From an optimization exercise on the open Yosys and OpenROAD flow, aimed at small area; shortcuts taken in it are not production practice. In this exercise RTL edits were held to simulation tests only and were not proved equivalent to the original. Power is estimated from default activity; no workload was simulated.

Design etapa_id_segmentada, start of the top module:
module etapa_id_segmentada #(
    parameter int ANCHO_DATO      = 32,
    parameter int NUM_REGS        = 32,
    parameter bit HABILITA_BYPASS = 1'b1
) (
    input  logic                  clk,
    input  logic                  rst,
    input  logic [31:0]           instruccion_if,
    input  logic [31:0]           pc_plus4_if,
    input  logic                  valido_if,
    input  logic                  wb_escribir,
    input  logic [4:0]            wb_rd,
    input  logic [ANCHO_DATO-1:0] wb_dato,
    input  logic                  ex_mem_leer_in,
    input  logic [4:0]            ex_rt_in,
    input  logic                  flush,
    output logic                  stall_if,
    output logic                  salto_id,
    output logic [31:0]           dir_salto,
    output logic                  ex_valido,
    output logic                  ex_reg_escribir,
    output logic                  ex_mem_leer,
    output logic                  ex_mem_escribir,
    output logic                  ex_mem_a_reg,
    output logic                  ex_alu_fuente,
    output logic                  ex_branch,
    output logic [1:0]            ex_alu_op,
    output logic [ANCHO_DATO-1:0] ex_dr1,
    output logic [ANCHO_DATO-1:0] ex_dr2,
    output logic [ANCHO_DATO-1:0] ex_ext,
    output logic [4:0]            ex_rs,
    output logic [4:0]            ex_rt,
    output logic [4:0]            ex_rd_dest,
    output logic [5:0]            ex_funct,
    output logic [31:0]           ex_pc_plus4,
    output logic                  ex_ilegal
);
==> flow/config.mk <==
export PLATFORM = sky130hd
export DESIGN_NAME = etapa_id_segmentada
export DESIGN_NICKNAME = etapa_id_segmentada
export VERILOG_FILES = /design/flow/design.v
export SDC_FILE = /design/flow/constraint.sdc
export NUM_CORES = 4
export LEC_CHECK = 0
export CAP_MARGIN = 20
export CORE_MARGIN = 2
export CORE_UTILIZATION = 50
export PLACE_DENSITY = 0.65
export SLEW_MARGIN = 20
export SYNTH_HIERARCHICAL = 1
export BUFFER_PORTS_ARGS = -buffer_cell sky130_fd_sc_hd__buf_1
export CTS_ARGS = -sink_clustering_enable -repair_clock_nets -dont_use_dummy_load -sink_clustering_size 24 -sink_clustering_max_diameter 80
==> flow/constraint.sdc <==
create_clock -name core_clock -period 6.0 [get_ports {clk}]
set_input_delay 1.2000 -clock core_clock [delete_from_list [all_inputs] [get_ports {clk}]]
set_output_delay 1.2000 -clock core_clock [all_outputs]
set_load 0.01 [all_outputs]
standard.sh (not shown) runs the stock make flow with config.mk's settings and CLKGATE_MAP_FILE= SYNTH_SCRIPT=/design/flow/synth_recipe.tcl, a recipe that flattens the netlist after the stock synthesis.
==> flow/flow/run.sh <==
#!/bin/bash
set -e
cp standard.sh standard_sh.copy.txt
cat >> "$FLOW_CONFIG" <<'EOC'
export BUFFER_PORTS_ARGS = -buffer_cell sky130_fd_sc_hd__buf_1
export CTS_ARGS = -sink_clustering_enable -repair_clock_nets -dont_use_dummy_load -sink_clustering_size 24 -sink_clustering_max_diameter 80
EOC
bash standard.sh > standard.log 2>&1
Rerun with:
==> flow/flow/run.sh (replaced) <==
#!/bin/bash
set -e
cp standard.sh standard_sh.copy.txt
cat >> "$FLOW_CONFIG" <<'EOC'
export BUFFER_PORTS_ARGS = -buffer_cell sky130_fd_sc_hd__buf_1
export CTS_ARGS = -sink_clustering_enable -repair_clock_nets -dont_use_dummy_load -sink_clustering_size 20 -sink_clustering_max_diameter 60
EOC
bash standard.sh > standard.log 2>&1
- CORE_UTILIZATION: 50 -> 45
- CTS_ARGS: -sink_clustering_enable -repair_clock_nets -dont_use_dummy_load -sink_clustering_size 24 -sink_clustering_max_diameter 80 -> -sink_clustering_enable -repair_clock_nets -dont_use_dummy_load -sink_clustering_size 20 -sink_clustering_max_diameter 60
- PLACE_DENSITY: 0.65 -> 0.6
The changed run finished with timing, DRC and antenna clean. Synthesized area is unchanged. Setup slack degrades by 0.051 ns. Count of clock-buffer cells in the layout goes up by 36. Global-route usage falls by 3.4 points. Worst hold slack got worse by 0.0088 ns. Core utilization went down by 4.1 points.
Rerun with:
==> flow/flow/run.sh (replaced) <==
#!/bin/bash
set -e
cp standard.sh standard_sh.copy.txt
cat >> "$FLOW_CONFIG" <<'EOC'
export BUFFER_PORTS_ARGS = -buffer_cell sky130_fd_sc_hd__buf_1
export CTS_ARGS = -sink_clustering_enable -repair_clock_nets -dont_use_dummy_load -sink_clustering_size 24 -sink_clustering_max_diameter 80
EOC
bash standard.sh > standard.log 2>&1
- CTS_ARGS: -sink_clustering_enable -repair_clock_nets -dont_use_dummy_load -sink_clustering_size 20 -sink_clustering_max_diameter 60 -> -sink_clustering_enable -repair_clock_nets -dont_use_dummy_load -sink_clustering_size 24 -sink_clustering_max_diameter 80
Outcome: Combinational power barely changes. Design area fell by 1.8%. Sequential share of layout area rose by 0.85 points. Total power fell by 7.5%. Core utilization fell by 0.93 points. Final cell count fell by 0.68%. Synthesized cell count is unchanged. Clock power fell by 23%. Via count is about the same.
Rerun with:
==> flow/flow/run.sh (replaced) <==
#!/bin/bash
set -e
cp standard.sh standard_sh.copy.txt
cat >> "$FLOW_CONFIG" <<'EOC'
export BUFFER_PORTS_ARGS = -buffer_cell sky130_fd_sc_hd__buf_1
export CTS_ARGS = -sink_clustering_enable -repair_clock_nets -dont_use_dummy_load -sink_clustering_size 26 -sink_clustering_max_diameter 90
EOC
bash standard.sh > standard.log 2>&1
- CTS_ARGS: -sink_clustering_enable -repair_clock_nets -dont_use_dummy_load -sink_clustering_size 24 -sink_clustering_max_diameter 80 -> -sink_clustering_enable -repair_clock_nets -dont_use_dummy_load -sink_clustering_size 26 -sink_clustering_max_diameter 90
After rerunning: Synthesized cell count stays the same. Worst setup slack improved by 0.049 ns. Global-route usage barely changes. Die area stays the same. Design area stays flat. Worst hold slack barely changes.

static timing again, ports no longer ideal:
In the flow no input, the clock included, has a driving cell. The finished layouts below were timed again as built, in two steps. Step 1: set_driving_cell puts a clkbuf_16 on clk and a buf_2 on each other input, an assumption about the parent block. Step 2 also shifts input and output timing later by t, the mid clock arrival at the registers, as if the neighbouring blocks saw the same clock. Three values: ideal ports, drivers, drivers and shift; two values: the first two.
| run | shift t [ns] | setup WS [ns] | clock arrival spread, ns | worst register clock-pin slew, ns | worst slew at a driven data input, ns |
|---|---|---|---|---|---|
| the first run | 0.721 | 0.837 / 0.763 / 1.484 | 0.051 / 0.052 | 0.10 / 0.10 | 0.13 |
| the second run | 0.725 | 0.785 / 0.718 / 1.443 | 0.094 / 0.094 | 0.09 / 0.09 | 0.09 |
| the third run | 0.736 | 0.773 / 0.702 / 1.437 | 0.068 / 0.069 | 0.10 / 0.10 | 0.10 |
| the fourth run | 0.698 | 0.821 / 0.753 / 1.451 | 0.061 / 0.061 | 0.11 / 0.11 | 0.10 |
After both steps setup and hold are still met in every run listed.
